Source: an optimization exercise on an open RTL-to-GDS flow (aim: small area, a short achievable clock period and few clock cycles per item). Production flows keep margins and buffers that such runs may drop. Only simulation tests tie the RTL to the original design; equivalence was not proved. No driver is modelled on the clock port, so clock power and skew are understated where the tree is cut down; a real chip needs a root buffer or a tree. Power figures rest on the tool's default switching activity, not on a simulated workload.

--- flow/design.v ---
package tmpc_pkg;
    localparam int DEF_WINDOW      = 10;
    localparam int DEF_DROP        = 2;
    localparam int DEF_SAMPLE_BITS = 12;
    localparam int OFFSET_W   = 17;
    localparam int GAIN_W     = 20;
    localparam int PH_W       = 18;
    localparam int TSUM_W     = 15;
    localparam int CFG_IDX_W  = 2;
    localparam int CFG_DATA_W = 20;
    localparam logic [CFG_IDX_W-1:0] REG_OFFSET = 2'd0;
    localparam logic [CFG_IDX_W-1:0] REG_GAIN   = 2'd1;
    localparam logic signed [OFFSET_W-1:0] OFFSET_RESET = 17'sd21340;
    localparam logic [GAIN_W-1:0]          GAIN_RESET   = 20'd304000;
endpackage
import tmpc_pkg::*;
module tmpc_ctrl
#(
    parameter int WINDOW      = DEF_WINDOW,
    parameter int DROP        = DEF_DROP,
    parameter int SAMPLE_BITS = DEF_SAMPLE_BITS
) (
    input  logic                   i_clk,
    input  logic                   i_rst_n,
    input  logic                   i_start,
    input  logic [SAMPLE_BITS-1:0] i_sample,
    output logic                   o_busy,
    output logic [SAMPLE_BITS-1:0] o_x,         
    output logic                   o_xv,        
    output logic                   o_first,     
    output logic                   o_pop_ok,    
    output logic                   o_pfirst,    
    output logic                   o_last       
);
    localparam int FILL_W = $clog2(WINDOW);
    logic [FILL_W-1:0] r_cnt;
    assign o_busy = 1'b0;
    always_ff @(posedge i_clk) begin
        o_x <= i_start ? i_sample : '1;
        if (!i_rst_n) begin
            o_xv <= 1'b0;
        end else begin
            o_xv <= i_start;
        end
    end
    assign o_first  = (r_cnt == '0);
    assign o_pop_ok = (r_cnt >= FILL_W'(DROP));
    assign o_pfirst = (r_cnt == FILL_W'(DROP));
    assign o_last   = (r_cnt == FILL_W'(WINDOW - 1));
    always_ff @(posedge i_clk) begin
        if (!i_rst_n) begin
            r_cnt <= '0;
        end else if (o_xv) begin
            r_cnt <= o_last ? '0 : r_cnt + 1'b1;
        end
    end
endmodule
import tmpc_pkg::*;
module tmpc_lt
#(
    parameter int W = 12
) (
    input  logic [W-1:0] i_a,
    input  logic [W-1:0] i_b,
    output logic         o_lt
);
    logic [W:0] w_l;
    assign w_l[0] = 1'b0;
    genvar i;
    generate
        for (i = 0; i < W; i++) begin : g_bit
            assign w_l[i+1] = (~i_a[i] & i_b[i]) | (~(i_a[i] & ~i_b[i]) & w_l[i]);
        end
    endgenerate
    assign o_lt = w_l[W];
endmodule
module tmpc_sum_sign
#(
    parameter int W = 23
) (
    input  logic [W-1:0] i_a,
    input  logic [W-1:0] i_b,
    output logic         o_sign
);
    localparam int N = W - 1;              
    localparam int L = $clog2(N);
    logic [N-1:0] w_g [L+1];
    logic [N-1:0] w_p [L+1];
    always_comb begin
        for (int i = 0; i < N; i++) begin
            w_g[0][i] = i_a[i] & i_b[i];
            w_p[0][i] = i_a[i] | i_b[i];
        end
        for (int l = 0; l < L; l++) begin
            for (int i = 0; i < N; i++) begin
                if (i >= (1 << l)) begin
                    w_g[l+1][i] = w_g[l][i] | (w_p[l][i] & w_g[l][i - (1 << l)]);
                    w_p[l+1][i] = w_p[l][i] & w_p[l][i - (1 << l)];
                end else begin
                    w_g[l+1][i] = w_g[l][i];
                    w_p[l+1][i] = w_p[l][i];
                end
            end
        end
    end
    assign o_sign = i_a[N] ^ i_b[N] ^ w_g[L][N-1];
endmodule
module tmpc_dp
#(
    parameter int SAMPLE_BITS = DEF_SAMPLE_BITS
) (
    input  logic                         i_clk,
    input  logic                         i_rst_n,
    input  logic [SAMPLE_BITS-1:0]       i_x,
    input  logic                         i_xv,
    input  logic                         i_first,
    input  logic                         i_pop_ok,
    input  logic                         i_pfirst,
    input  logic                         i_last,
    input  logic                         i_cfg_wr,
    input  logic [CFG_IDX_W-1:0]         i_cfg_index,
    input  logic [CFG_DATA_W-1:0]        i_cfg_data,
    output logic                         o_valid,
    output logic signed [PH_W-1:0]       o_ph_milli,
    output logic [TSUM_W-1:0]            o_trimmed_sum
);
    localparam int SB  = SAMPLE_BITS;
    localparam int AW  = TSUM_W;           
    localparam int XW  = GAIN_W + 3;       
    localparam int PW  = XW - 2;           
    logic [SB-1:0] r_m1, r_m2;             
    logic          w_lt1, w_lt2;
    logic [SB-1:0] r_p;
    logic          r_pv, r_pfirst, r_plast;
    logic [SB-1:0] r_x1, r_x2;             
    logic          r_sub1, r_sub2, r_subx, r_done;
    tmpc_lt #(.W(SB)) u_lt1 (.i_a(i_x), .i_b(r_m1), .o_lt(w_lt1));
    tmpc_lt #(.W(SB)) u_lt2 (.i_a(i_x), .i_b(r_m2), .o_lt(w_lt2));
    always_ff @(posedge i_clk) begin
        if (i_first) begin
            r_m1 <= i_x;
            r_m2 <= '1;
        end else begin
            r_m1 <= w_lt1 ? i_x : r_m1;
            r_m2 <= w_lt1 ? r_m1 : (w_lt2 ? i_x : r_m2);
        end
    end
    logic [SB-1:0] w_x1n;                  
    always_ff @(posedge i_clk) begin
        if (r_pv && r_plast) begin
            r_p <= ~w_x1n;
        end else if (r_sub1) begin
            r_p <= ~r_x2;
        end else if (i_xv && i_pop_ok) begin
            r_p <= w_lt2 ? r_m2 : i_x;
        end else begin
            r_p <= '0;
        end
    end
    always_ff @(posedge i_clk) begin
        if (!i_rst_n) begin
            r_pv     <= 1'b0;
            r_pfirst <= 1'b0;
            r_plast  <= 1'b0;
        end else begin
            r_pv     <= i_xv && i_pop_ok;
            r_pfirst <= i_xv && i_pfirst;
            r_plast  <= i_xv && i_last;
        end
    end
    logic          w_gt1, w_gt2;
    localparam int AL = 8;
    logic [AL-1:0]    r_acc_lo;
    logic [AW-AL-1:0] r_acc_hi;
    logic             r_acc_c;
    logic [AL:0]      w_acc_lo;
    logic [AW-1:0]    w_acc;
    tmpc_lt #(.W(SB)) u_gt1 (.i_a(r_x1), .i_b(r_p), .o_lt(w_gt1));
    tmpc_lt #(.W(SB)) u_gt2 (.i_a(r_x2), .i_b(r_p), .o_lt(w_gt2));
    assign w_x1n = w_gt1 ? r_p : r_x1;
    always_ff @(posedge i_clk) begin
        if (r_pfirst) begin
            r_x1 <= r_p;
            r_x2 <= '0;
        end else begin
            r_x1 <= w_x1n;
            r_x2 <= w_gt1 ? r_x1 : (w_gt2 ? r_p : r_x2);
        end
    end
    assign w_acc = {r_acc_hi + (AW-AL)'(r_acc_c), r_acc_lo};
    assign w_acc_lo = {1'b0, r_pfirst ? AL'(2) : r_acc_lo} + {1'b0, r_p[AL-1:0]};
    always_ff @(posedge i_clk) begin
        r_acc_lo <= w_acc_lo[AL-1:0];
        r_acc_c  <= w_acc_lo[AL];
        r_acc_hi <= (r_pfirst ? '0 : r_acc_hi) + {{(AW-SB){r_subx}}, r_p[SB-1:AL]}
                    + (AW-AL)'(r_acc_c & ~r_pfirst);
    end
    always_ff @(posedge i_clk) begin
        if (!i_rst_n) begin
            r_sub1 <= 1'b0;
            r_sub2 <= 1'b0;
            r_subx <= 1'b0;
            r_done <= 1'b0;
        end else begin
            r_sub1 <= r_pv && r_plast;
            r_sub2 <= r_sub1;
            r_subx <= (r_pv && r_plast) || r_sub1;
            r_done <= r_sub2;
        end
    end
    logic signed [OFFSET_W-1:0] r_offset;
    logic [GAIN_W-1:0]          r_gain;
    always_ff @(posedge i_clk) begin
        if (!i_rst_n) begin
            r_offset <= OFFSET_RESET;
            r_gain   <= GAIN_RESET;
        end else if (i_cfg_wr) begin
            if (i_cfg_index == REG_OFFSET) r_offset <= $signed(i_cfg_data[OFFSET_W-1:0]);
            if (i_cfg_index == REG_GAIN)   r_gain   <= i_cfg_data[GAIN_W-1:0];
        end
    end
    localparam int RW = 18;
    logic [RW-1:0]   r_sum;
    logic [3:0]      r_step;               
    logic            r_off;
    logic            r_valid;
    logic signed [XW-1:0] r_w;             
    logic signed [XW-1:0] r_b;             
    logic [2:0]      w_dig;
    logic            w_neg, w_one, w_two, w_off;
    logic signed [XW-1:0] w_bn;
    always_comb begin
        if (r_done) begin
            w_dig = {r_acc_lo[1], r_acc_lo[0], 1'b0};
        end else if (r_step != 4'd0 && r_step < 4'd8) begin
            w_dig = r_sum[3:1];
        end else begin
            w_dig = 3'b000;
        end
        w_neg = ~w_dig[2] & (w_dig[1] | w_dig[0]);     
        w_one = w_dig[1] ^ w_dig[0];
        w_two = (w_dig[2] & ~w_dig[1] & ~w_dig[0]) | (~w_dig[2] & w_dig[1] & w_dig[0]);
        w_off = (r_step == 4'd8);
        w_bn  = ({XW{w_one}} & XW'({1'b0, r_gain})) |
                ({XW{w_two}} & XW'({1'b0, r_gain, 1'b0})) |
                ({XW{w_off}} & {{(XW-OFFSET_W){r_offset[OFFSET_W-1]}}, r_offset});
        w_bn  = w_bn ^ {XW{w_neg}};
    end
    always_ff @(posedge i_clk) begin
        if (!i_rst_n) begin
            r_step  <= 4'd0;
            r_valid <= 1'b0;
        end else begin
            r_step  <= r_done ? 4'd1 :
                       ((r_step != 4'd0 && r_step != 4'd9) ? r_step + 4'd1 : 4'd0);
            r_valid <= (r_step == 4'd9);
        end
    end
    always_ff @(posedge i_clk) begin
        r_b   <= w_bn;
        r_off <= w_off;
    end
    always_ff @(posedge i_clk) begin
        if (r_done) begin
            r_sum <= RW'(w_acc);
        end else begin
            r_sum <= {r_sum[1:0], r_sum[RW-1:2]};
        end
    end
    logic [AW:0]          w_n;             
    logic [AW+1:0]        w_x;             
    logic                 w_xc;
    logic [AW+1:0]        w_ax;            
    logic signed [PW-1:0] w_p;
    logic signed [XW-1:0] w_a, w_s;
    logic                 w_sneg;          
    logic                 w_sat;
    assign w_ax = {1'b0, w_acc, 1'b0};
    always_comb begin
        for (int i = 0; i <= AW; i++) begin
            w_n[i] = ((i % 2) == 0) ? (~w_ax[i+2] & (w_ax[i+1] | w_ax[i])) : 1'b0;
        end
        w_xc = 1'b0;
        for (int i = 0; i < 8; i++) begin
            w_x[2*i]   = ~(w_n[2*i] ^ w_xc);
            w_x[2*i+1] = ~(w_n[2*i] | w_xc);
            w_xc       = w_xc | w_n[2*i];
        end
        w_x[16] = w_xc;
        w_p   = r_w[XW-1:2];
        w_a   = {{2{w_p[PW-1]}}, w_p};
        w_s   = w_a + r_b;
        w_sat = r_off & w_sneg;
    end
    tmpc_sum_sign #(.W(XW)) u_sat (
        .i_a    (w_a),
        .i_b    (XW'({~r_offset[OFFSET_W-1], r_offset})),
        .o_sign (w_sneg)
    );
    always_ff @(posedge i_clk) begin
        if (r_done) begin
            r_w <= XW'({w_x, 2'b00});
        end else begin
            r_w <= {w_s[XW-1:PH_W], w_s[PH_W-1] | w_sat, w_s[PH_W-2:0] & {(PH_W-1){~w_sat}}};
        end
    end
    assign o_valid       = r_valid;
    assign o_ph_milli    = r_w[PH_W-1:0];
    assign o_trimmed_sum = r_sum[AW-1:0];
endmodule
import tmpc_pkg::*;
module trimmed_mean_ph_converter
#(
    parameter int WINDOW      = DEF_WINDOW,
    parameter int DROP        = DEF_DROP,
    parameter int SAMPLE_BITS = DEF_SAMPLE_BITS
) (
    input  logic                   i_clk,
    input  logic                   i_rst_n,
    input  logic                   i_start,
    output logic                   o_busy,
    input  logic [SAMPLE_BITS-1:0] i_sample,
    output logic                   o_valid,
    output logic signed [PH_W-1:0] o_ph_milli,
    output logic [TSUM_W-1:0]      o_trimmed_sum,
    input  logic                   i_cfg_valid,
    output logic                   o_cfg_ready,
    input  logic [CFG_IDX_W-1:0]   i_cfg_index,
    input  logic [CFG_DATA_W-1:0]  i_cfg_data
);
    logic [SAMPLE_BITS-1:0] w_x;
    logic w_xv, w_first, w_pop_ok, w_pfirst, w_last;
    assign o_cfg_ready = 1'b1;
    tmpc_ctrl #(
        .WINDOW      (WINDOW),
        .DROP        (DROP),
        .SAMPLE_BITS (SAMPLE_BITS)
    ) u_ctrl (
        .i_clk    (i_clk),
        .i_rst_n  (i_rst_n),
        .i_start  (i_start),
        .i_sample (i_sample),
        .o_busy   (o_busy),
        .o_x      (w_x),
        .o_xv     (w_xv),
        .o_first  (w_first),
        .o_pop_ok (w_pop_ok),
        .o_pfirst (w_pfirst),
        .o_last   (w_last)
    );
    tmpc_dp #(
        .SAMPLE_BITS (SAMPLE_BITS)
    ) u_dp (
        .i_clk         (i_clk),
        .i_rst_n       (i_rst_n),
        .i_x           (w_x),
        .i_xv          (w_xv),
        .i_first       (w_first),
        .i_pop_ok      (w_pop_ok),
        .i_pfirst      (w_pfirst),
        .i_last        (w_last),
        .i_cfg_wr      (i_cfg_valid & o_cfg_ready),
        .i_cfg_index   (i_cfg_index),
        .i_cfg_data    (i_cfg_data),
        .o_valid       (o_valid),
        .o_ph_milli    (o_ph_milli),
        .o_trimmed_sum (o_trimmed_sum)
    );
endmodule
--- flow/flow/run.sh ---
#!/bin/bash
# Layout flow: the standard ORFS flow (standard.sh, unchanged synthesis),
# with three changes to how the layout is made; the design, clock period and
# constraints are unchanged:
#  - every port still gets a buffer, but a plain sky130_fd_sc_hd__buf_2
#    instead of the delay cell buffer_ports picks by default;
#  - the clock tree uses clkbuf_16 clusters of up to 25 sinks and no dummy
#    loads;
#  - timing repair aims for a setup slack margin of 5.2 ns.
# make's full output goes to make_finish.log in this folder; each ORFS step
# keeps its own log under orfs/logs/.
set -euo pipefail
export BUFFER_PORTS_ARGS="-buffer_cell sky130_fd_sc_hd__buf_2"
export CTS_ARGS="-sink_clustering_enable -repair_clock_nets -dont_use_dummy_load -sink_clustering_size 25 -sink_clustering_max_diameter 150 -buf_list sky130_fd_sc_hd__clkbuf_16 -root_buf sky130_fd_sc_hd__clkbuf_16 -distance_between_buffers 2000 -branching_point_buffers_distance 2000"
bash standard.sh SETUP_SLACK_MARGIN=5.3 finish > make_finish.log 2>&1
--- flow/standard.sh ---
#!/bin/bash
# synth_recipe.tcl (not shown) runs the flow's synth.tcl, then flattens the netlist and writes it again
# the make line also repeats each setting of config.mk as NAME=value (left out here)
make -C /OpenROAD-flow-scripts/flow DESIGN_CONFIG=/design/flow/config.mk WORK_HOME=/design/flow/orfs CLKGATE_MAP_FILE= SYNTH_SCRIPT=/design/flow/synth_recipe.tcl "${@:-finish}"
--- flow/config.mk ---
export PLATFORM = sky130hd
export DESIGN_NAME = trimmed_mean_ph_converter
export DESIGN_NICKNAME = trimmed_mean_ph_converter
export VERILOG_FILES = /design/flow/design.v
export SDC_FILE = /design/flow/constraint.sdc
export NUM_CORES = 4
export LEC_CHECK = 0
export ABC_AREA = 1
export CAP_MARGIN = 20
export CORE_MARGIN = 2
export CORE_UTILIZATION = 40
export SLEW_MARGIN = 20
--- flow/constraint.sdc ---
create_clock -name core_clock -period 8.0 [get_ports {i_clk}]
set_input_delay 1.6000 -clock core_clock [delete_from_list [all_inputs] [get_ports {i_clk}]]
set_output_delay 1.6000 -clock core_clock [all_outputs]
set_load 0.01 [all_outputs]
==> flow_summary.ini, run 1 <==
[critical_path]
cp-end-kind = primary output
startpoint_type = register
cpMaxStageDelayCell = dfxtp_1
crit_fanout = 4
cp.buffers_inverters = 1
crit_family = flip-flops
cp_data_arrival_time_ps = 1060
critical_path_class = register to primary output
crit_chain = buf_2
r2r-start = u_dp.r_acc_lo[3]
cp.required_ps = 6400
slowest_delay_ps = 430
critPathLaunch = u_dp.r_w[8]

[floorplanning]
ios = 74
initial_core_util_pct = 40.6
die_x_um = 169
die_y_um = 169
row_count = 60
dieArea_mm2 = 0.0286
core-area_mm2 = 0.0268

[sta]
grt_setup_unrepaired = true
clock_skew_ps = 60.0
max_slew_margin_pct = 47.7
fin_crit_ps = 2660
fin_crit_sh_pct = 33.3
maxSlewViolCount = 0
setup_violations = 0
fmax_mhz = 376
finalHoldViolations = 0
tightest_slew_ps = 782
tns_ps = 0

[pwr]
powerDensity_mw_per_mm2 = 232
p_leak_nw = 5.90
peakVddDrop_v = 0.000147

[clock_tree]
cts_buffers = 12
cts_tree = built
clk_latency_ps = 470
hold_buffers = 0
cts_buffer_depth = 3
ctsRootBufferMaster = clkbuf_16
htreeDepth = 1
clk_pin_slew_ps = 100
cts.sinks = 206

[detailed_routing]
routed_wirelength_um = 25800
viasPerCell = 4.96
ant_nets = 0
routed-wl-met3_um = 847
top_layer = met4
wl_met2_um = 11300
vias = 9154
dr.pass1.iters = 5
drt_iter0_markers = 569
drt-met1-wl_um = 12900
drc = 0
routedWlPerCell_um = 14.0

[synthesis]
avgSynthCellArea_um2 = 7.24
yosysWarnings = 5
syn-cell-area_mm2 = 0.0109
ys_ff_latch = 206
synth_cell_types = 42
syn_inst = 1504
yosysSeqAreaShare_pct = 39.0
syn_nets = 1594

[hold_path]
hp-start = u_dp.r_sum[17]
hold_class = register to register

[flow_run]
maxCapViolations = 0

[grt]
grt_pass1_vias = 8290
antenna_found_initial = 0
grt_pass1_wl_um = 41500
grt_usage_pct = 18.0
grt_max_degree = 46
grt-ovfl-total = 0

[outcome]
outcome = no timing/DRC/antenna violations

[cells_and_area]
syn_to_final_growth_pct = 5.95
fin_nets = 1597
fin_util_pct = 43.0
layout-drive-gt1-share_pct = 9.44
fill_cells = 2756

[place]
hpwl_um = 19100
port_buffers = 71
routabilityCongestion = 0.841
## where the power goes
group	internal (mW)	switching, mW
clock	0.270	0.328
combinational	0.286	0.479
sequential	1.20	0.115
## layer usage
layer / up-vias / track usage, %
li1: 4789 / -
met1: 4169 / 24.8
met2: 162 / 29.7
met3: 34 / 2.08
met4: 0 / 5.46
met5: - / 0
## Yosys cell counts (all sizes together)
master	number	area share [%]
o211ai	13	0.90
nand3	95	4.4
clkbuf	31	1.1
edfxtp	12	3.3
a21o	3	0.21
o31ai	1	0.069
dfxtp	194	36
a21oi	88	4.2
o21bai	10	0.69
o21a	1	0.069
clkinv	2	0.069
xnor2	10	0.80
o21ai	97	4.8
a31oi	2	0.11
ha	48	5.5
xor2	43	3.5
nand2	374	13
conb	2	0.069
a21boi	1	0.069
buf	59	4.0
o22ai	26	1.5
a31o	1	0.080
nor3	11	0.51
inv	220	7.6
a211oi	2	0.14
nand3b	2	0.14
o221ai	20	1.6
fa	4	0.74
nand4	16	0.92
nor2	116	4.0
## flip-flops by register name, indices dropped and copies added, names as in the netlist, 4 cells and up
signal	count
u_dp.r_acc_hi	7
u_dp.r_sum	18
u_dp.r_w	23
u_dp.r_p	12
u_dp.r_acc_lo	8
u_dp.r_x2	12
u_ctrl.o_x	12
u_dp.r_offset	17
u_dp.r_x1	12
u_dp.r_step	4
u_ctrl.r_cnt	4
u_dp.r_m2	12
u_dp.r_gain	20
u_dp.r_b	22
u_dp.r_m1	12
## worst paths after layout
kind                                       end  slack (ps)  depth (start not counted)
worst max register to register    u_dp.r_w[16]        5510                         11
worst min-delay path            u_dp.r_sum[15]         410                          2
worst min register to register  u_dp.r_sum[15]         410                          2
worst max-delay path             o_ph_milli[8]        5340                          1
## layout make-up
class	instances	area, um2	area share (%)
diodes	1	2.50	0.0217
flip-flops and latches	206	4260	36.9
multi-input cells	988	5300	46.0
clock buffers	12	300	2.60
repair buffers	77	404	3.50
well taps	341	427	3.70
inverters	222	841	7.29
## cells by family after synthesis
| logic type | count (synthesis) | share of synthesized area, % |
|---|---|---|
| AOI/OAI and AO/OA | 265 | 14.5 |
| xor gates and xnor gates | 53 | 4.26 |
| adders and majority gates | 52 | 6.25 |
| buffers and inverters | 312 | 12.7 |
| DFF | 206 | 39.0 |
| other | 2 | 0.0690 |
| and+or+nand+nor | 614 | 23.2 |
## worst reg2reg max path, cell delays in order, from the launching register on
cell,delay (ps)
dfxtp_1,320
inv_1,100
o21ai_0,100
ha_1,240
ha_1,230
ha_1,240
ha_1,250
ha_1,230
ha_1,220
ha_1,280
nor2_1,40
o21bai_1,150
## metrics by stage
stage	power (mW)	area (um2)	worst slack, ps	hold slack, ps	cells
2_1_floorplan	1.93	10900	5550	388	1504
3_3_place_gp	2.08	11200	4800	391	1831
3_5_place_dp	2.09	11200	4780	395	1831
4_1_cts	2.70	11500	5300	409	1844
5_1_grt	2.88	11500	5300	420	1846
6_report	2.68	11500	5340	409	1847
## cell usage in the layout, fill, tap and decap left out, types with 12 or more instances in the layout
master and n:
o22ai_1 26, nand3_1 93, nand2_1 361, o21ai_1 13, dfxtp_1 184, nand4_1 16, edfxtp_1 12, ha_1 48
o21ai_0 73, nor2_1 113, buf_2 71, o221ai_1 20, a21oi_1 85, inv_1 212, xor2_1 43, o211ai_1 13
clkbuf_16 12
## repair_timing
item / 4_1_cts / 5_1_grt
gates cloned: 0 / 2
pin swaps: 0 / 2
gates resized for setup: 9 / 8
buffers inserted: 1 / 0
setup endpoints to repair: 44 / 57
endpoints found under the hold margin: 0 / 0
Testbench counts, summed over its fixed seeds: cycles 16,272, windows 1,600.
==> inputs of run 2 (changes only) <==
==> flow/flow/run.sh (replaced) <==
#!/bin/bash
set -euo pipefail
export BUFFER_PORTS_ARGS="-buffer_cell sky130_fd_sc_hd__buf_2"
export CTS_ARGS="-sink_clustering_enable -repair_clock_nets -dont_use_dummy_load -sink_clustering_size 25 -sink_clustering_max_diameter 150 -buf_list sky130_fd_sc_hd__clkbuf_16 -root_buf sky130_fd_sc_hd__clkbuf_16 -distance_between_buffers 2000 -branching_point_buffers_distance 2000"
export POST_CTS_TCL="$(pwd)/flow/post_cts.tcl"
bash standard.sh SETUP_SLACK_MARGIN=5.2 finish > make_finish.log 2>&1
==> flow/flow/post_cts.tcl (new file) <==
# After clock tree synthesis: if the tree has a middle level between the root
# buffer (the one driven by the clock port) and the leaf buffers, and the
# root can drive all leaf buffers itself, drive them from the root and remove
# the middle buffers. Every register still gets its clock through the root
# buffer and one leaf buffer.
set block [ord::get_db_block]
set clk_net [[$block findBTerm i_clk] getNet]
set root ""
foreach it [$clk_net getITerms] {
  set m [[$it getInst] getMaster]
  if {[string match "*clkbuf*" [$m getName]]} { set root [$it getInst] }
}
if {$root ne ""} {
  set root_net [[$root findITerm X] getNet]
  set mids {}
  set leaves 0
  set ok 1
  foreach it [$root_net getITerms] {
    set inst [$it getInst]
    if {$inst == $root} continue
    if {![string match "*clkbuf*" [[$inst getMaster] getName]]} { set ok 0; continue }
    lappend mids $inst
    set out [[$inst findITerm X] getNet]
    foreach lt [$out getITerms] {
      if {[$lt getInst] == $inst} continue
      if {![string match "*clkbuf*" [[[$lt getInst] getMaster] getName]]} { set ok 0 }
      incr leaves
    }
  }
  puts "post_cts: root [$root getName], [llength $mids] middle buffers, $leaves leaf buffers, ok $ok"
  if {$ok && [llength $mids] > 0 && $leaves <= 16} {
    foreach mid $mids {
      set out [[$mid findITerm X] getNet]
      foreach lt [$out getITerms] {
        if {[$lt getInst] == $mid} continue
        $lt disconnect
        $lt connect $root_net
      }
      [$mid findITerm A] disconnect
      [$mid findITerm X] disconnect
      puts "post_cts: removed [$mid getName]"
      odb::dbInst_destroy $mid
      odb::dbNet_destroy $out
    }
  }
}
--- a/flow/config.mk
+++ b/flow/config.mk
@@ -5,7 +5,6 @@
 export SDC_FILE = /design/flow/constraint.sdc
 export NUM_CORES = 4
 export LEC_CHECK = 0
-export ABC_AREA = 1
 export CAP_MARGIN = 20
 export CORE_MARGIN = 2
 export CORE_UTILIZATION = 40
==> run 2 against run 1 <==
- still clean on timing, DRC and antenna
- sequential cell count did not move
- utilization rose by 0.71 points
- worst setup slack got worse by 34 ps
- fmax fell by 1.3%
- first-iteration DRC count fell by 21%
- non-clock buffer count rose by 10
==> flow_summary.ini, run 2 <==
[critical_path]
critical_path_class = register to primary output
critPathLaunch = u_dp.r_w[14]
startpoint_type = register
cp_data_arrival_time_ps = 1100
r2r_setup_slack_ps = 5300
r2r-start = u_dp.r_m1[0]
cp.required_ps = 6400
worstRegToRegCells = 9
endpoint = o_ph_milli[14]
reg2reg_to = u_dp.r_m1[1]
crit_chain = buf_2
crit_cells = 1
cp-end-kind = primary output
crit_family = flip-flops
cp.buffers_inverters = 1
crit_fanout = 5
slowest_delay_ps = 490
cpMaxStageDelayCell = dfxtp_1

[detailed_routing]
routedWlPerCell_um = 15.7
viasPerCell = 5.28
routed_wirelength_um = 23400
drc = 0
dr.pass1.iters = 6
drt-met1-wl_um = 12700
top_layer = met4
drt_iter0_markers = 452
routed-wl-met3_um = 1010
wl_met2_um = 9430
vias = 7885
ant_nets = 0

[pwr]
p_comb_share_pct = 19.8
p_leak_nw = 4.69
powerDensity_mw_per_mm2 = 196
pwr-share-seq_pct = 55.8
switching_power_mw = 0.659
p_int_mw = 1.57
switching_share_pct = 29.5
p_clk_share_pct = 24.3
peakVddDrop_v = 0.000143

[grt]
grt_max_degree = 52
grt_pass1_wl_um = 38000
grt_usage_pct = 17.0
antenna_found_initial = 0
grt-ovfl-total = 0
grt_pass1_vias = 7240

[floorplanning]
die_y_um = 166
core-area_mm2 = 0.0260
ios = 74
row_count = 59
die_x_um = 166
dieArea_mm2 = 0.0277
initial_core_util_pct = 40.5

[synthesis]
synthFlopType = dfxtp_1
syn_inst = 1141
netlist.area_leader.share_pct = 36.9
synthTopCellsByArea = dfxtp_1 37%, ha_1 5.7%, nand2_1 4.2%
syn-cell-area_mm2 = 0.0105
synth_top_cells_by_count = 194 x dfxtp_1, 117 x nand2_1, 53 x inv_1
yosysSeqAreaShare_pct = 40.3
synth_edf_count = 12
synthArstFlopShare_pct = 0
synth_most_common_cell = dfxtp_1
yosys.area.top_type = dfxtp_1
yosysWarnings = 5
ys_ff_latch = 206
synth_cell_types = 78
syn_nets = 1231
avgSynthCellArea_um2 = 9.23

[cells_and_area]
regMostFlops = u_dp.r_w
largest_register_ffs = 23
layout-drive-gt1-share_pct = 16.0
layout_common_cells = 190 x dfxtp_1, 116 x nand2_1, 71 x buf_2, 52 x inv_1, 52 x nor2_1
syn_to_final_growth_pct = 7.89
final_common_cell = dfxtp_1
fin_nets = 1249
top_regs = u_dp.r_w x23, u_dp.r_b x22, u_dp.r_gain x20
n_antenna_cell = 0

[sta]
max_slew_margin_pct = 44.4
tightest_slew_ps = 831
whs_ps = 447
maxSlewViolCount = 0
fmax_mhz = 371
clock_skew_ps = 49.7
finalHoldViolations = 0
fin_crit_ps = 2700
grt_setup_unrepaired = false
fin_crit_sh_pct = 33.7
setup_violations = 0
tns_ps = 0

[clock_tree]
cts.sinks = 206
clk_pin_slew_ps = 100
clk_latency_ps = 410

[place]
port_buffers = 71
routabilityCongestion = 0.877
hpwl_um = 17200

[outcome]
outcome = no timing/DRC/antenna violations

[hold_path]
hold_class = register to register

[flow_run]
maxCapViolations = 0
-- run 2: cells by family after synthesis --
kind of cell	Yosys count	share of synthesized area (%)
xor gates and xnor gates	61	5.07
DFF	206	40.3
muxes	63	6.65
adders and majority gates	66	7.84
and+or+nand+nor	339	15.9
AOI/OAI and AO/OA	269	17.8
buffers and inverters	135	6.31
other	2	0.0713
-- run 2: area by class of cell --
cell class              instances  area, um2
clock buffers                  10        250
flip-flops and latches        206       4250
well taps                     335        419
repair buffers                 87        494
multi-input cells             801       5750
fillers                      2566      14600
inverters                      53        203
-- run 2: how the worst min path moves through the flow --
stage                               from  slack, ps              to  cells past startpoint
after floorplan              u_dp.r_sub2        410     u_dp.r_done                      1
after global placement       u_dp.r_sub2        410     u_dp.r_done                      1
after detailed placement  u_dp.r_sum[17]        420  u_dp.r_sum[15]                      1
final                        u_dp.r_sub2        450     u_dp.r_done                      1
after global routing         u_dp.r_sub2        460     u_dp.r_done                      1
-- run 2: power groups by stage --
stage,Combinational [mW],Sequential [mW],Clock [mW]
5_1_grt,0.504,1.26,0.597
3_5_place_dp,0.422,1.27,0
6_report,0.443,1.25,0.543
3_3_place_gp,0.417,1.27,0
2_1_floorplan,0.347,1.22,0
-- run 2: routing by layer --
metal  vias up  track usage, %
met1      3665            26.1
met5         -               0
met3        20            3.43
li1       4043               -
met2       157            24.0
met4         0            4.42
-- run 2: metrics by stage --
stage                     power (mW)  cell area [um2]  std cells  utilization, %  setup WS, ps
after floorplan                 1.57            10500       1141               -          5260
after global placement          1.68            10900       1469            41.9          4750
after detailed placement        1.69            10900       1469            41.9          4690
after global routing            2.37            11400       1492            43.7          5190
final                           2.23            11400       1492            43.7          5300
==> inputs of run 3 (changes only) <==
==> flow/flow/run.sh (replaced) <==
#!/bin/bash
set -euo pipefail
export BUFFER_PORTS_ARGS="-buffer_cell sky130_fd_sc_hd__buf_2"
export CTS_ARGS="-sink_clustering_enable -repair_clock_nets -dont_use_dummy_load -sink_clustering_size 25 -sink_clustering_max_diameter 150 -buf_list sky130_fd_sc_hd__clkbuf_16 -root_buf sky130_fd_sc_hd__clkbuf_16 -distance_between_buffers 2000 -branching_point_buffers_distance 2000"
export POST_CTS_TCL="$(pwd)/flow/post_cts.tcl"
bash standard.sh SETUP_SLACK_MARGIN=5.4 finish > make_finish.log 2>&1
--- a/flow/config.mk
+++ b/flow/config.mk
@@ -5,6 +5,7 @@
 export SDC_FILE = /design/flow/constraint.sdc
 export NUM_CORES = 4
 export LEC_CHECK = 0
+export ABC_AREA = 1
 export CAP_MARGIN = 20
 export CORE_MARGIN = 2
 export CORE_UTILIZATION = 40
==> run 3 against run 2 <==
- still clean
- clock-buffer cell count unchanged
- clock skew about the same
- first-iteration DRC count up 31%
- register-to-register slack better by 260 ps
- critical path type unchanged
- critical endpoint is now o_ph_milli[4]
==> flow_summary.ini, run 3 <==
[cells_and_area]
regMostFlops = u_dp.r_w
final_common_cell = nand2_1
multi_input_area_mm2 = 0.00532
layout-drive-gt1-share_pct = 11.6
syn_to_final_growth_pct = 7.25
fill_cells = 2753
layout.area.seq_mm2 = 0.00430
top_regs = u_dp.r_w x23, u_dp.r_b x22, u_dp.r_gain x20
n_antenna_cell = 0
largest_register_ffs = 23
layout_common_cells = 360 x nand2_1, 209 x inv_1, 171 x dfxtp_1, 113 x nor2_1, 93 x nand3_1
fin_nets = 1611

[critical_path]
startpoint_type = register
cpMaxStageDelayCell = dfxtp_1
cp-end-kind = primary output
critical_path_class = register to primary output
cp_data_arrival_time_ps = 920
cp.buffers_inverters = 1
crit_chain = buf_2
cp.required_ps = 6400
crit_fanout = 3
crit_family = flip-flops
slowest_delay_ps = 370

[pwr]
peakVddDrop_v = 0.000147
powerDensity_mw_per_mm2 = 228
p_leak_nw = 5.94

[sta]
setup_violations = 0
tightest_slew_ps = 784
fmax_mhz = 397
fin_crit_ps = 2520
max_slew_margin_pct = 47.6
tns_ps = 0
clock_skew_ps = 49.5
worst_slack_ps = 5480
grt_setup_unrepaired = true
maxSlewViolCount = 0
fin_crit_sh_pct = 31.5
finalHoldViolations = 0

[synthesis]
yosysWarnings = 5
synthFlopType = dfxtp_1
synth_compound_area_share_pct = 14.5
synth_cell_types = 42
netlist.area_leader.share_pct = 35.7
synth_top_cells_by_count = 362 x nand2_1, 214 x inv_1, 194 x dfxtp_1
synth_xor_xnor_area_share_pct = 4.26
avgSynthCellArea_um2 = 7.24
synth_top_family_by_area = simple AND/OR/NAND/NOR gates
ys_ff_latch = 206
synthSimpleGateAreaFrac_pct = 23.2
yosysSeqAreaShare_pct = 39.0
synthArstFlopShare_pct = 0
synth_edf_count = 12
syn-cell-area_mm2 = 0.0109
syn_nets = 1594
synth_most_common_cell = nand2_1
synthAdderAreaFrac_pct = 6.25
yosys.area.top_type = dfxtp_1
synthMuxAreaShare_pct = 0
syn_inst = 1504
synthTopCellsByArea = dfxtp_1 36%, nand2_1 12%, inv_1 7.4%

[flow_run]
maxCapViolations = 0

[detailed_routing]
routedWlPerCell_um = 14.0
drt_iter0_markers = 590
routed-wl-met3_um = 946
ant_nets = 0
routed_wirelength_um = 26100
drt-met1-wl_um = 12900
vias = 9194
dr.pass1.iters = 5
wl_met2_um = 12000
top_layer = met4
drc = 0
viasPerCell = 4.94

[clock_tree]
cts.sinks = 206
clk_pin_slew_ps = 100
clk_latency_ps = 410

[floorplanning]
dieArea_mm2 = 0.0286
row_count = 60
die_y_um = 169
initial_core_util_pct = 40.6
die_x_um = 169
core-area_mm2 = 0.0268
ios = 74

[place]
port_buffers = 71
hpwl_um = 19100
dpl_worst_slack_ps = 4780
routabilityCongestion = 0.841

[hold_path]
hold_class = register to register

[grt]
grt_usage_pct = 18.5
grt_pass1_vias = 8272
antenna_found_initial = 0
grt_max_degree = 46
grt-ovfl-total = 0
grt_pass1_wl_um = 41900

[outcome]
outcome = no timing/DRC/antenna violations
[run 3: cells by family after synthesis]
| family | count (synthesis) |
|---|---|
| simple gates | 614 |
| buf+inv | 312 |
| compound gates | 265 |
| flops | 206 |
| xor+xnor | 53 |
| fa+ha+maj | 52 |
| other cells | 2 |
[run 3: final cells by class]
type / count / area share, %
Inverter: 222 / 7.30
Timing Repair Buffer: 92 / 4.47
Timing Repair inverter: 1 / 0.0429
Clock buffer: 10 / 2.14
Multi-Input combinational cell: 988 / 45.6
Sequential cell: 206 / 36.8
Tap cell: 341 / 3.65
[run 3: worst min-delay path, stage by stage, from the launching register on]
cell,delay [ps]
dfxtp_1,310
inv_1,40
nor2_1,30
[run 3: final timing paths]
check | start | endpoint | slack, ps | cells after the start
setup reg to reg | u_dp.r_acc_lo[3] | u_dp.r_w[16] | 5560 | 11
hold / removal | u_dp.r_sum[17] | u_dp.r_sum[15] | 410 | 2
setup / recovery | u_dp.r_w[4] | o_ph_milli[4] | 5480 | 1
hold reg to reg | u_dp.r_sum[17] | u_dp.r_sum[15] | 410 | 2
[run 3: metal layers]
metal	global-route usage, %	vias to the layer above
met2	31.1	165
li1	-	4816
met5	0	-
met1	25.1	4199
met3	2.36	14
met4	5.28	0
[run 3: power breakdown]
part	internal [mW]	total [mW]	switching [mW]	leakage [nW]
Sequential	1.21	1.31	0.101	1.72
Combinational	0.306	0.806	0.500	4.10
Clock	0.225	0.545	0.320	0.123
Total	1.74	2.66	0.921	5.94
[run 3: per-stage QoR]
step           power [mW]  cell area [um2]  util [%]  hold WS [ps]  instances
6_report             2.66            11700      43.6           408       1860
5_1_grt              2.86            11700      43.6           420       1860
3_5_place_dp         2.09            11200      41.6           395       1831
3_3_place_gp         2.08            11200      41.6           391       1831
2_1_floorplan        1.93            10900         -           388       1504
==> inputs of run 4 (changes only) <==
==> flow/flow/run.sh (replaced) <==
#!/bin/bash
set -euo pipefail
export BUFFER_PORTS_ARGS="-buffer_cell sky130_fd_sc_hd__buf_2"
export CTS_ARGS="-sink_clustering_enable -repair_clock_nets -dont_use_dummy_load -sink_clustering_size 25 -sink_clustering_max_diameter 150 -buf_list sky130_fd_sc_hd__clkbuf_16 -root_buf sky130_fd_sc_hd__clkbuf_16 -distance_between_buffers 2000 -branching_point_buffers_distance 2000"
export POST_CTS_TCL="$(pwd)/flow/post_cts.tcl"
bash standard.sh SETUP_SLACK_MARGIN=5.3 finish > make_finish.log 2>&1
==> run 4 against run 3 <==
- critical path type unchanged
- register-to-register slack worse by 50 ps
- synthesized cell count stayed put
- die area stayed put
- cell count is 0.81% lower
- wire length is 0.93% lower
- non-clock buffer count is 15 lower
- first-iteration DRC count is 8.1% higher
- final area is 1.7% lower
- sequential power hardly changed
- critical path depth stayed put
==> flow_summary.ini, run 4 <==
[floorplanning]
die_y_um = 169
core-area_mm2 = 0.0268
dieArea_mm2 = 0.0286
die_x_um = 169
ios = 74
initial_core_util_pct = 40.6
row_count = 60

[critical_path]
r2r-start = u_dp.r_acc_lo[3]
cp.required_ps = 6400
startpoint_type = register
critical_path_class = register to primary output
r2r_setup_slack_ps = 5510
reg2reg_to = u_dp.r_w[16]
endpoint = o_ph_milli[10]
cp-end-kind = primary output
slowest_delay_ps = 450
critPathLaunch = u_dp.r_w[10]
crit_chain = buf_2
cp.buffers_inverters = 1
worstRegToRegCells = 11
cp_data_arrival_time_ps = 1030
crit_fanout = 4
cpMaxStageDelayCell = dfxtp_1
crit_cells = 1
crit_family = flip-flops

[synthesis]
synthTopCellsByArea = dfxtp_1 36%, nand2_1 12%, inv_1 7.4%
synthFlopType = dfxtp_1
syn_nets = 1594
ys_ff_latch = 206
avgSynthCellArea_um2 = 7.24
syn_inst = 1504
yosysSeqAreaShare_pct = 39.0
syn-cell-area_mm2 = 0.0109
synth_most_common_cell = nand2_1
synth_top_cells_by_count = 362 x nand2_1, 214 x inv_1, 194 x dfxtp_1
synth_edf_count = 12
yosys.area.top_type = dfxtp_1
synth_cell_types = 42
synthArstFlopShare_pct = 0
netlist.area_leader.share_pct = 35.7
yosysWarnings = 5

[place]
hpwl_um = 19100
dpl_worst_slack_ps = 4780
routabilityCongestion = 0.841
port_buffers = 71

[grt]
grt_pass1_wl_um = 41700
grt_usage_pct = 18.4
grt_max_degree = 46
grt-ovfl-total = 0
grt_pass1_vias = 8240
antenna_found_initial = 0

[cells_and_area]
layout-drive-gt1-share_pct = 9.05
largest_register_ffs = 23
syn_to_final_growth_pct = 5.45
final_common_cell = nand2_1
top_regs = u_dp.r_w x23, u_dp.r_b x22, u_dp.r_gain x20
layout_common_cells = 361 x nand2_1, 212 x inv_1, 188 x dfxtp_1, 113 x nor2_1, 93 x nand3_1
fin_nets = 1595
regMostFlops = u_dp.r_w
fin_util_pct = 42.8

[detailed_routing]
ant_nets = 0
drc = 0
routedWlPerCell_um = 14.0
dr.pass1.iters = 5
drt_iter0_markers = 638
viasPerCell = 4.94
vias = 9109
routed_wirelength_um = 25900

[sta]
tightest_slew_ps = 792
fin_crit_sh_pct = 32.9
grt_setup_unrepaired = true
finalHoldViolations = 0
fin_crit_ps = 2630
setup_violations = 0
maxSlewViolCount = 0
worst_slack_ps = 5370
tns_ps = 0
max_slew_margin_pct = 47.1
whs_ps = 408
fmax_mhz = 380
clock_skew_ps = 49.6

[hold_path]
hold_depth = 2
hold_class = register to register

[clock_tree]
clk_latency_ps = 410
cts.sinks = 206
clk_pin_slew_ps = 100

[flow_run]
maxCapViolations = 0

[pwr]
powerDensity_mw_per_mm2 = 229
p_total_mw = 2.62
peakVddDrop_v = 0.000147
p_leak_nw = 5.87

[outcome]
outcome = no timing/DRC/antenna violations
run 4: layout make-up:
type,count,area [um2]
fill,2758,15300
multi-input combinational,988,5300
sequential,206,4250
inverter,222,841
tap,341,427
timing repair buffer,77,404
clock buffer,10,250
antenna,1,2.50
run 4: routing by layer:
metal | vias to the layer above | global-route usage [%] | share of wire, %
met3 | 14 | 2.36 | 3.6
met1 | 4157 | 25.0 | 49
li1 | 4781 | - | -
met2 | 157 | 30.8 | 46
met4 | 0 | 5.28 | 1.1
met5 | - | 0 | 0
run 4: cells by family (layout without fill, tap and decap cells):
logic type,Yosys count,count (layout),synth area share [%]
compound gates,265,266,14.5
xor+xnor,53,53,4.26
fa+ha+maj,52,52,6.25
buf+inv,312,309,12.7
flops,206,206,39.0
other cells,2,3,0.0690
simple gates,614,615,23.2
run 4: stage by stage:
step	area (um2)	cells
final	11500	1845
after global routing	11500	1844
after detailed placement	11200	1831
after global placement	11200	1831
after floorplan	10900	1504
run 4: worst min-delay path by stage:
stage | start | end | slack (ps)
2_1_floorplan | u_dp.r_sum[17] | u_dp.r_sum[15] | 390
3_3_place_gp | u_dp.r_sum[17] | u_dp.r_sum[15] | 390
3_5_place_dp | u_dp.r_sum[17] | u_dp.r_sum[15] | 400
5_1_grt | u_dp.r_sum[17] | u_dp.r_sum[15] | 420
6_report | u_dp.r_sum[17] | u_dp.r_sum[15] | 410
run 4: where the power goes:
| part | leakage [nW] | internal, mW | switching [mW] |
|---|---|---|---|
| Clock | 0.123 | 0.225 | 0.320 |
| Sequential | 1.71 | 1.20 | 0.116 |
| Combinational | 4.04 | 0.286 | 0.477 |
==> inputs of run 5 (changes only) <==
==> flow/flow/run.sh (replaced) <==
#!/bin/bash
set -euo pipefail
export BUFFER_PORTS_ARGS="-buffer_cell sky130_fd_sc_hd__buf_2"
export CTS_ARGS="-sink_clustering_enable -repair_clock_nets -dont_use_dummy_load -sink_clustering_size 25 -sink_clustering_max_diameter 150 -buf_list sky130_fd_sc_hd__clkbuf_16 -root_buf sky130_fd_sc_hd__clkbuf_16 -distance_between_buffers 2000 -branching_point_buffers_distance 2000"
export POST_CTS_TCL="$(pwd)/flow/post_cts.tcl"
bash standard.sh SETUP_SLACK_MARGIN=5.5 finish > make_finish.log 2>&1
==> run 5 against run 4 <==
- final area rose by 5.3%
- first-iteration DRC count is 12% lower
- synthesized cell count is the same
- critical path depth stayed put
- wire length grew 2.8%
- hold slack about the same
- register-to-register slack improved by 120 ps
==> flow_summary.ini, run 5 <==
[synthesis]
syn_inst = 1504
netlist.area_leader.share_pct = 35.7
yosysWarnings = 5
synthTopCellsByArea = dfxtp_1 36%, nand2_1 12%, inv_1 7.4%
synth_top_cells_by_count = 362 x nand2_1, 214 x inv_1, 194 x dfxtp_1
synthFlopType = dfxtp_1
synth_cell_types = 42
yosys.area.top_type = dfxtp_1
avgSynthCellArea_um2 = 7.24
syn_nets = 1594
yosysSeqAreaShare_pct = 39.0
synth_most_common_cell = nand2_1
ys_ff_latch = 206
synth_edf_count = 12
syn-cell-area_mm2 = 0.0109
synthArstFlopShare_pct = 0

[clock_tree]
clk_pin_slew_ps = 100
cts.sinks = 206
clk_latency_ps = 410

[cells_and_area]
regMostFlops = u_dp.r_w
syn_to_final_growth_pct = 11.1
finalNonFillerCells = 1877
fin_nets = 1628
n_antenna_cell = 0
top_regs = u_dp.r_w x23, u_dp.r_b x22, u_dp.r_gain x20
layout_common_cells = 359 x nand2_1, 207 x inv_1, 158 x dfxtp_1, 113 x nor2_1, 92 x nand3_1
fill_cells = 2703
layout-drive-gt1-share_pct = 13.9
final_common_cell = nand2_1
layout.area.seq_mm2 = 0.00432
multi_input_area_mm2 = 0.00536
postLayoutCellArea_mm2 = 0.0121
largest_register_ffs = 23

[critical_path]
crit_fanout = 2
slowest_delay_ps = 370
crit_chain = buf_6
cp-end-kind = primary output
r2r_setup_slack_ps = 5630
cp.buffers_inverters = 1
reg2reg_to = u_dp.r_b[14]
r2r-start = u_dp.r_step[0]
cp.required_ps = 6400
cpMaxStageDelayCell = dfxtp_4
startpoint_type = register
crit_family = flip-flops
critical_path_class = register to primary output
cp_data_arrival_time_ps = 890
worstRegToRegCells = 10

[sta]
max_slew_margin_pct = 48.0
finalHoldViolations = 0
fin_crit_sh_pct = 31.1
fin_crit_ps = 2490
clock_skew_ps = 50.0
maxSlewViolCount = 0
tns_ps = 0
setup_violations = 0
tightest_slew_ps = 777
fmax_mhz = 402
grt_setup_unrepaired = true

[detailed_routing]
routedWlPerCell_um = 14.2
drt_iter0_markers = 564
dr.pass1.iters = 5
viasPerCell = 4.95
vias = 9291
ant_nets = 0
drc = 0
routed_wirelength_um = 26600

[pwr]
powerDensity_mw_per_mm2 = 226
p_leak_nw = 6.09
peakVddDrop_v = 0.000147

[floorplanning]
core-area_mm2 = 0.0268
die_y_um = 169
row_count = 60
die_x_um = 169
initial_core_util_pct = 40.6
ios = 74
dieArea_mm2 = 0.0286

[hold_path]
hold_class = register to register
hold_depth = 2
holdPathEnd = u_dp.r_sum[15]
hp-start = u_dp.r_sum[17]

[grt]
grt-ovfl-total = 0
grt_pass1_vias = 8383
antenna_found_initial = 0
grt_pass1_wl_um = 42500
grt_max_degree = 45
grt_usage_pct = 18.8

[place]
dpl.cell_count = 1831
placed_cell_area_mm2 = 0.0112
hpwl_um = 19100
port_buffers = 71
routabilityCongestion = 0.841

[flow_run]
maxCapViolations = 0

[outcome]
outcome = no timing/DRC/antenna violations
[run 5: per-layer routing]
| metal | global-route usage [%] | wire length (um) | vias up |
|---|---|---|---|
| li1 | - | - | 4854 |
| met4 | 5.28 | 280 | 0 |
| met1 | 25.4 | 13000 | 4267 |
| met5 | 0 | 0 | - |
| met3 | 2.36 | 899 | 12 |
| met2 | 31.8 | 12400 | 158 |
[run 5: worst register-to-register path: cells and delay by family (launching register included)]
kind,cells,cell delay (ps)
compound gates,1,300
xor+xnor,1,180
fa+ha+maj,2,650
buf+inv,2,370
flops,1,390
simple gates,4,440
[run 5: layout make-up]
cell class	instances	area share [%]
multi-input cells	988	44.3
flip-flops and latches	206	35.7
repair buffers	108	7.19
inverters	222	7.05
well taps	341	3.53
clock buffers	10	2.07
repair inverters	2	0.124
[run 5: metrics by stage]
step / power, mW / setup slack, ps / utilization, % / hold WS (ps)
after floorplan: 1.93 / 5550 / - / 388
after global placement: 2.08 / 4800 / 41.6 / 391
after detailed placement: 2.09 / 4780 / 41.6 / 395
after global routing: 2.92 / 5380 / 45.1 / 420
final: 2.73 / 5510 / 45.1 / 408
[run 5: cell families (layout without fill, tap and decap cells)]
| kind of cell | count (synthesis) | after routing | synth area share, % |
|---|---|---|---|
| buf+inv | 312 | 342 | 12.7 |
| compound gates | 265 | 266 | 14.5 |
| simple gates | 614 | 615 | 23.2 |
| xor+xnor | 53 | 53 | 4.26 |
| fa+ha+maj | 52 | 52 | 6.25 |
| other cells | 2 | 2 | 0.0690 |
| flops | 206 | 206 | 39.0 |
[run 5: power by group]
group	internal (mW)	switching, mW	leakage, nW
clock network	0.225	0.322	0.123
registers	1.21	0.104	1.72
logic	0.356	0.511	4.24
[run 5: how the worst max path moves through the flow]
stage / from / to / cells after the start
finish: u_dp.r_w[8] / o_ph_milli[8] / 1
global route: u_dp.r_step[0] / u_dp.r_b[8] / 10
detailed placement: i_cfg_index[1] / u_dp.r_gain[8] / 5
global placement: i_cfg_index[1] / u_dp.r_gain[18] / 5
floorplan: i_cfg_index[1] / u_dp.r_gain[11] / 6
==> inputs of run 6 (changes only) <==
==> flow/flow/run.sh (replaced) <==
#!/bin/bash
set -euo pipefail
export BUFFER_PORTS_ARGS="-buffer_cell sky130_fd_sc_hd__buf_2"
export CTS_ARGS="-sink_clustering_enable -repair_clock_nets -dont_use_dummy_load -sink_clustering_size 25 -sink_clustering_max_diameter 150 -buf_list sky130_fd_sc_hd__clkbuf_16 -root_buf sky130_fd_sc_hd__clkbuf_16 -distance_between_buffers 2000 -branching_point_buffers_distance 2000"
export POST_CTS_TCL="$(pwd)/flow/post_cts.tcl"
bash standard.sh SETUP_SLACK_MARGIN=5.6 finish > make_finish.log 2>&1
==> run 6 against run 5 <==
- total power is 1.3% higher
- largest cell class unchanged
- register-to-register slack improved by 70 ps
- critical path depth stayed put
- cell count up 0.21%
- global-route usage increased by 0.14 points
- synthesized cell count is the same
- clock power about the same
- first-iteration DRC count fell by 0.89%
- via count increased by 0.13%
- sequential power is essentially flat
- utilization increased by 0.43 points
- sequential cell count did not move
==> flow_summary.ini, run 6 <==
[outcome]
outcome = no timing/DRC/antenna violations

[place]
hpwl_um = 19400
dpl.cell_count = 1833
routabilityCongestion = 0.853
port_buffers = 71
dpl_worst_slack_ps = 5100

[cells_and_area]
syn_to_final_growth_pct = 12.1
finalNonFillerCells = 1881
layout_common_cells = 357 x nand2_1, 209 x inv_1, 155 x dfxtp_1, 112 x nor2_1, 93 x nand3_1
top_regs = u_dp.r_w x23, u_dp.r_b x22, u_dp.r_gain x20
regMostFlops = u_dp.r_w
fill_cells = 2667
fin_nets = 1632
n_antenna_cell = 0
largest_register_ffs = 23
layout-drive-gt1-share_pct = 14.9
final_common_cell = nand2_1

[sta]
fin_crit_ps = 2510
tns_ps = 0
maxSlewViolCount = 0
finalHoldViolations = 0
max_slew_margin_pct = 44.9
setup_violations = 0
fmax_mhz = 399
clock_skew_ps = 59.0
grt_setup_unrepaired = true
worst_slack_ps = 5490
fin_crit_sh_pct = 31.4
tightest_slew_ps = 823

[clock_tree]
clk_pin_slew_ps = 100
clk_latency_ps = 410
cts.sinks = 206

[floorplanning]
die_y_um = 169
initial_core_util_pct = 40.6
dieArea_mm2 = 0.0286
ios = 74
row_count = 60
core-area_mm2 = 0.0268
die_x_um = 169

[synthesis]
synthArstFlopShare_pct = 0
synthTopCellsByArea = dfxtp_1 36%, nand2_1 12%, inv_1 7.4%
avgSynthCellArea_um2 = 7.24
syn-cell-area_mm2 = 0.0109
synthFlopType = dfxtp_1
synth_cell_types = 42
ys_ff_latch = 206
synth_edf_count = 12
yosys.area.top_type = dfxtp_1
yosysSeqAreaShare_pct = 39.0
syn_inst = 1504
netlist.area_leader.share_pct = 35.7
synth_most_common_cell = nand2_1
syn_nets = 1594
synth_top_cells_by_count = 362 x nand2_1, 214 x inv_1, 194 x dfxtp_1
yosysWarnings = 5

[grt]
grt_usage_pct = 19.0
grt_pass1_wl_um = 43100
grt-ovfl-total = 0
grt_max_degree = 49
antenna_found_initial = 0
grt_pass1_vias = 8623

[detailed_routing]
routedWlPerCell_um = 14.4
drt_iter0_markers = 559
drc = 0
dr.pass1.iters = 5
routed_wirelength_um = 27100
vias = 9303
viasPerCell = 4.95
ant_nets = 0

[flow_run]
maxCapViolations = 0

[critical_path]
crit_family = flip-flops
crit_chain = buf_6
slowest_delay_ps = 380
critical_path_class = register to primary output
crit_fanout = 2
cp.required_ps = 6400
cpMaxStageDelayCell = dfxtp_4
cp.buffers_inverters = 1
cp-end-kind = primary output
startpoint_type = register
cp_data_arrival_time_ps = 910

[pwr]
powerDensity_mw_per_mm2 = 226
peakVddDrop_v = 0.000124
p_total_mw = 2.76
p_leak_nw = 6.14

[hold_path]
hold_class = register to register
## run 6: worst paths after layout
check | from | endpoint | slack (ps) | cells past startpoint
worst min register to register | u_dp.r_sub2 | u_dp.r_done | 420 | 2
worst min-delay path | u_dp.r_sub2 | u_dp.r_done | 420 | 2
worst max-delay path | u_dp.r_w[11] | o_ph_milli[11] | 5490 | 1
worst max register to register | u_dp.r_acc_c | u_dp.r_w[16] | 5700 | 9
## run 6: logic make-up after synthesis
family / share of synthesized area, %
flip-flops: 39.0
adder cells (fa/ha/maj): 6.25
XOR/XNOR: 4.26
AND/OR/NAND/NOR: 23.2
buffers and inverters: 12.7
AO/OA/AOI/OAI: 14.5
other: 0.0690
## run 6: final cells by class
class / instances / area (um2) / share of cell area [%]
timing repair buffer: 110 / 897 / 7.35
tap: 341 / 427 / 3.50
timing repair inverter: 4 / 30.0 / 0.246
inverter: 222 / 847 / 6.94
clock buffer: 10 / 250 / 2.05
multi-input combinational: 988 / 5430 / 44.5
sequential: 206 / 4320 / 35.4
## run 6: worst register-to-register path: cells and delay by family, from the launching register on
kind | cells | cell delay, ps
flops | 1 | 340
fa+ha+maj | 6 | 1460
simple gates | 1 | 40
compound gates | 2 | 370
## run 6: power by group
part | internal (mW) | switching (mW)
clock | 0.225 | 0.322
sequential | 1.21 | 0.107
combinational | 0.366 | 0.534
total | 1.80 | 0.963
## run 6: per-layer routing
layer  share of wire, %  vias to the layer above  routed length (um)  global-route usage, %
li1                   -                     4864                   -                      -
met1                 48                     4198               13100                   25.6
met2                 44                      205               11900                   30.3
met3                4.7                       36                1270                   3.39
met4                3.0                        0                 819                   7.21
met5                  0                        -                   0                      0
## run 6: stage by stage
step | cell area (um2) | util, % | hold WS, ps
global route | 12200 | 45.5 | 441
global placement | 11200 | 41.7 | 394
floorplan | 10900 | - | 388
finish | 12200 | 45.5 | 418
detailed placement | 11200 | 41.7 | 397
==> inputs of run 7 (changes only) <==
==> flow/flow/run.sh (replaced) <==
#!/bin/bash
# Layout flow: the standard ORFS flow (standard.sh, unchanged synthesis),
# with these changes to how the layout is made; the design, clock period and
# constraints are unchanged:
#  - every port still gets a buffer, but a plain sky130_fd_sc_hd__buf_2
#    instead of the delay cell buffer_ports picks by default;
#  - the clock tree uses clkbuf_16 clusters of up to 25 sinks and no dummy
#    loads; post_cts.tcl then drives the leaf buffers straight from the root
#    buffer and removes the middle level, so every register gets its clock
#    through the root buffer and one leaf buffer;
#  - timing repair aims for a setup slack margin of 5.4 ns.
# make's full output goes to make_finish.log in this folder; each ORFS step
# keeps its own log under orfs/logs/ (post_cts.tcl prints into 4_1_cts.log).
set -euo pipefail
export BUFFER_PORTS_ARGS="-buffer_cell sky130_fd_sc_hd__buf_2"
export CTS_ARGS="-sink_clustering_enable -repair_clock_nets -dont_use_dummy_load -sink_clustering_size 25 -sink_clustering_max_diameter 150 -buf_list sky130_fd_sc_hd__clkbuf_16 -root_buf sky130_fd_sc_hd__clkbuf_16 -distance_between_buffers 2000 -branching_point_buffers_distance 2000"
export POST_CTS_TCL="$(pwd)/flow/post_cts.tcl"
bash standard.sh SETUP_SLACK_MARGIN=5.4 finish > make_finish.log 2>&1
--- a/flow/config.mk
+++ b/flow/config.mk
@@ -5,7 +5,6 @@
 export SDC_FILE = /design/flow/constraint.sdc
 export NUM_CORES = 4
 export LEC_CHECK = 0
-export ABC_AREA = 1
 export CAP_MARGIN = 20
 export CORE_MARGIN = 2
 export CORE_UTILIZATION = 40
==> run 7 against run 6 <==
- utilization grew 0.97 points
- via count shrank 11%
- combinational power shrank 44%
- cell count shrank 19%
- total power shrank 17%
- synthesized cell count shrank 24%
- clock-buffer cell count is the same
- non-clock buffer count grew 5
- largest power group unchanged
==> flow_summary.ini, run 7 <==
[outcome]
outcome = no timing/DRC/antenna violations

[sta]
grt_setup_unrepaired = true
fin_crit_sh_pct = 32.8
maxSlewViolCount = 0
setup_violations = 0
tns_ps = 0
tightest_slew_ps = 792
fmax_mhz = 381
max_slew_margin_pct = 47.2
clock_skew_ps = 46.6
finalHoldViolations = 0
fin_crit_ps = 2630

[synthesis]
yosysSeqAreaShare_pct = 40.3
synth_top_cells_by_count = 194 x dfxtp_1, 117 x nand2_1, 53 x inv_1
syn-cell-area_mm2 = 0.0105
yosysWarnings = 5
synth_most_common_cell = dfxtp_1
netlist.area_leader.share_pct = 36.9
syn_nets = 1231
synthTopCellsByArea = dfxtp_1 37%, ha_1 5.7%, nand2_1 4.2%
synthFlopType = dfxtp_1
syn_inst = 1141
synth_cell_types = 78
ys_ff_latch = 206
synth_edf_count = 12
yosys.area.top_type = dfxtp_1
avgSynthCellArea_um2 = 9.23
synthArstFlopShare_pct = 0

[cells_and_area]
layout-drive-gt1-share_pct = 23.8
final_common_cell = dfxtp_1
largest_register_ffs = 23
fin_util_pct = 46.5
top_regs = u_dp.r_w x23, u_dp.r_b x22, u_dp.r_gain x20
regMostFlops = u_dp.r_w
n_antenna_cell = 0
fin_nets = 1284
postLayoutCellArea_mm2 = 0.0121
syn_to_final_growth_pct = 14.7
layout_common_cells = 162 x dfxtp_1, 115 x nand2_1, 70 x buf_2, 52 x inv_1, 52 x nor2_1

[detailed_routing]
routedWlPerCell_um = 16.6
vias = 8263
drt_iter0_markers = 478
dr.pass1.iters = 6
ant_nets = 0
viasPerCell = 5.41
routed_wirelength_um = 25300
drc = 0

[floorplanning]
die_x_um = 166
ios = 74
dieArea_mm2 = 0.0277
row_count = 59
core-area_mm2 = 0.0260
initial_core_util_pct = 40.5
die_y_um = 166

[critical_path]
slowest_delay_ps = 400
crit_top_cell = maj3_2
crit_fanout = 6
cpMaxStageDelayCell = edfxtp_1
cp-end-kind = register
cp_data_arrival_time_ps = 2790
cp.buffers_inverters = 0
critical_path_class = register to register
crit_chain = nor2b_4 > maj3_2 > maj3_2 > maj3_2 > a2bb2o_4 > a221o_1 > nand4_1 > nand2b_4 > nand2_4
startpoint_type = register
critPathLaunch = u_dp.r_m1[0]
crit_family = adder cells
cp.required_ps = 8160
r2r-start = u_dp.r_m1[0]

[pwr]
p_leak_nw = 4.98
p_total_mw = 2.30
pwr-share-seq_pct = 54.4
switching_share_pct = 30.3
switching_power_mw = 0.696
p_int_mw = 1.60
p_clk_share_pct = 23.6
p_comb_share_pct = 21.9
peakVddDrop_v = 0.000132
powerDensity_mw_per_mm2 = 190

[clock_tree]
clk_latency_ps = 410
cts.sinks = 206
clk_pin_slew_ps = 90

[hold_path]
hp-start = u_dp.r_sub2
hold_class = register to register

[grt]
antenna_found_initial = 0
grt_pass1_wl_um = 39800
grt_pass1_vias = 7428
grt-ovfl-total = 0
grt_max_degree = 52
grt_usage_pct = 17.8

[place]
placed_cell_area_mm2 = 0.0109
hpwl_um = 17200
port_buffers = 71
routabilityCongestion = 0.837

[flow_run]
maxCapViolations = 0
==> run 7: cell types whose count changed in the layout (fill, tap and decap cells not counted), moves of 32 or more <==
cell,delta
nand2b_1,+33
buf_2,+32
nand3_1,-69
nand2_1,-242
inv_1,-157
nor2b_1,+38
a21oi_1,-38
nor2_1,-60
==> run 7: power groups by stage <==
stage | clock network, mW | registers [mW] | logic, mW
final | 0.544 | 1.25 | 0.505
after detailed placement | 0 | 1.27 | 0.428
after global placement | 0 | 1.27 | 0.422
after global routing | 0.602 | 1.27 | 0.569
after floorplan | 0 | 1.22 | 0.353
==> run 7: logic make-up after synthesis <==
kind of cell	after synthesis	synth area share (%)
compound gates	269	17.8
xor+xnor	61	5.07
fa+ha+maj	66	7.84
buf+inv	135	6.31
flops	206	40.3
mux	63	6.65
other cells	2	0.0713
simple gates	339	15.9
==> run 7: layer usage <==
layer | vias up | part of all wire (%) | GRT usage [%]
li1 | 4137 | - | -
met5 | - | 0 | 0
met1 | 3899 | 50 | 27.1
met3 | 22 | 5.6 | 3.19
met4 | 0 | 1.3 | 4.24
met2 | 205 | 43 | 25.7
==> run 7: path summary, 6_finish.rpt <==
path	end	slack, ps	cells past startpoint
worst max-delay path	u_dp.r_m1[9]	5370	9
worst min-delay path	u_dp.r_done	440	1
worst max register to register	u_dp.r_m1[9]	5370	9
worst min register to register	u_dp.r_done	440	1
==> run 7: final cells by class <==
class	count	area, um2
multi-input combinational	808	6090
fill	2529	13900
sequential	206	4330
clock buffer	10	250
tap	335	419
timing repair buffer	115	793
inverter	53	203
==> run 7: through the flow <==
step,hold WS (ps),setup slack (ps),std cells
finish,440,5370,1527
global route,454,5270,1527
detailed placement,419,4750,1468
global placement,414,4810,1468
floorplan,412,5410,1141
==> inputs of run 8 (changes only) <==
--- a/flow/config.mk
+++ b/flow/config.mk
@@ -5,7 +5,9 @@
 export SDC_FILE = /design/flow/constraint.sdc
 export NUM_CORES = 4
 export LEC_CHECK = 0
+export ABC_AREA = 1
 export CAP_MARGIN = 20
 export CORE_MARGIN = 2
 export CORE_UTILIZATION = 40
 export SLEW_MARGIN = 20
+export TNS_END_PERCENT = 0
==> run 8 against run 7 <==
- still clean
- via count is 10% higher
- die area rose by 3.2%
- highest routed layer unchanged
- utilization down 3.7 points
==> flow_summary.ini, run 8 <==
[outcome]
outcome = no timing/DRC/antenna violations

[floorplanning]
dieArea_mm2 = 0.0286
initial_core_util_pct = 40.6
core-area_mm2 = 0.0268
die_y_um = 169
die_x_um = 169
row_count = 60
ios = 74

[sta]
worst_slack_ps = 5350
fmax_mhz = 378
setup_violations = 0
fin_crit_sh_pct = 33.1
finalHoldViolations = 0
tightest_slew_ps = 748
clock_skew_ps = 49.6
maxSlewViolCount = 0
max_slew_margin_pct = 50.0
tns_ps = 0
grt_setup_unrepaired = true
fin_crit_ps = 2650

[clock_tree]
cts.sinks = 206
clk_latency_ps = 410
clk_pin_slew_ps = 100

[synthesis]
synth_edf_count = 12
netlist.area_leader.share_pct = 35.7
synth_top_cells_by_count = 362 x nand2_1, 214 x inv_1, 194 x dfxtp_1
ys_ff_latch = 206
synth_cell_types = 42
syn_nets = 1594
yosys.area.top_type = dfxtp_1
avgSynthCellArea_um2 = 7.24
synthFlopType = dfxtp_1
synthArstFlopShare_pct = 0
syn-cell-area_mm2 = 0.0109
syn_inst = 1504
yosysSeqAreaShare_pct = 39.0
synth_most_common_cell = nand2_1
yosysWarnings = 5
synthTopCellsByArea = dfxtp_1 36%, nand2_1 12%, inv_1 7.4%

[detailed_routing]
routed_wirelength_um = 25800
ant_nets = 0
drt_iter0_markers = 576
routedWlPerCell_um = 14.0
viasPerCell = 4.93
dr.pass1.iters = 5
vias = 9110
drc = 0

[place]
routabilityCongestion = 0.841
hpwl_um = 19100
port_buffers = 71
dpl_worst_slack_ps = 4780

[cells_and_area]
syn_to_final_growth_pct = 5.47
regMostFlops = u_dp.r_w
largest_register_ffs = 23
fin_util_pct = 42.8
layout_common_cells = 361 x nand2_1, 212 x inv_1, 192 x dfxtp_1, 113 x nor2_1, 93 x nand3_1
fin_nets = 1596
top_regs = u_dp.r_w x23, u_dp.r_b x22, u_dp.r_gain x20
layout-drive-gt1-share_pct = 8.84
final_common_cell = nand2_1

[pwr]
peakVddDrop_v = 0.000147
powerDensity_mw_per_mm2 = 228
p_leak_nw = 5.88

[critical_path]
cp-end-kind = primary output
cp.required_ps = 6400
startpoint_type = register
crit_family = flip-flops
crit_chain = buf_2
cpMaxStageDelayCell = dfxtp_1
crit_fanout = 5
slowest_delay_ps = 460
cp.buffers_inverters = 1
cp_data_arrival_time_ps = 1050
critical_path_class = register to primary output

[grt]
grt_max_degree = 46
antenna_found_initial = 0
grt_pass1_wl_um = 41600
grt_usage_pct = 18.4
grt-ovfl-total = 0
grt_pass1_vias = 8228

[hold_path]
hold_class = register to register

[flow_run]
maxCapViolations = 0
[run 8: cells by family after synthesis]
group | count (synthesis) | share of synthesized area [%]
adder cells (fa/ha/maj) | 52 | 6.25
other | 2 | 0.0690
buffers and inverters | 312 | 12.7
AO/OA/AOI/OAI | 265 | 14.5
flip-flops | 206 | 39.0
XOR/XNOR | 53 | 4.26
AND/OR/NAND/NOR | 614 | 23.2
[run 8: path summary, 6_finish.rpt]
path	start	to	slack [ps]	depth (start not counted)
max reg2reg	u_dp.r_acc_lo[3]	u_dp.r_w[16]	5510	11
min	u_dp.r_sum[17]	u_dp.r_sum[15]	410	2
min reg2reg	u_dp.r_sum[17]	u_dp.r_sum[15]	410	2
max	u_dp.r_w[11]	o_ph_milli[11]	5350	1
[run 8: area by class of cell]
class	count	area [um2]
repair buffers	78	412
multi-input cells	988	5300
well taps	341	427
clock buffers	10	250
flip-flops and latches	206	4250
fillers	2764	15300
inverters	222	841
diodes	1	2.50
[run 8: power by group]
part / switching, mW / leakage (nW) / total [mW] / internal (mW)
logic: 0.477 / 4.04 / 0.762 / 0.285
registers: 0.115 / 1.71 / 1.31 / 1.20
clock network: 0.320 / 0.123 / 0.545 / 0.225
total: 0.912 / 5.88 / 2.62 / 1.71
[run 8: stage by stage]
step / total power [mW] / hold WS [ps] / instance area (um2) / std cells
6_report: 2.62 / 408 / 11500 / 1846
5_1_grt: 2.82 / 420 / 11500 / 1845
3_5_place_dp: 2.09 / 395 / 11200 / 1831
3_3_place_gp: 2.08 / 391 / 11200 / 1831
2_1_floorplan: 1.93 / 388 / 10900 / 1504
[run 8: metal layers]
metal | share of wire (%) | GRT usage [%] | vias to the layer above
met5 | 0 | 0 | -
met4 | 1.1 | 5.28 | 0
met3 | 3.6 | 2.36 | 12
met2 | 46 | 30.8 | 157
met1 | 49 | 25.0 | 4158
li1 | - | - | 4783

Re-timed with assumed drivers on the ports (clkbuf_16 on the clock, buf_2 on other inputs), run 8 has 5.302 ns of setup slack against 5.353 ns with ideal ports, and 4.972 ns once port delays also move by the mid clock arrival of 0.436 ns.
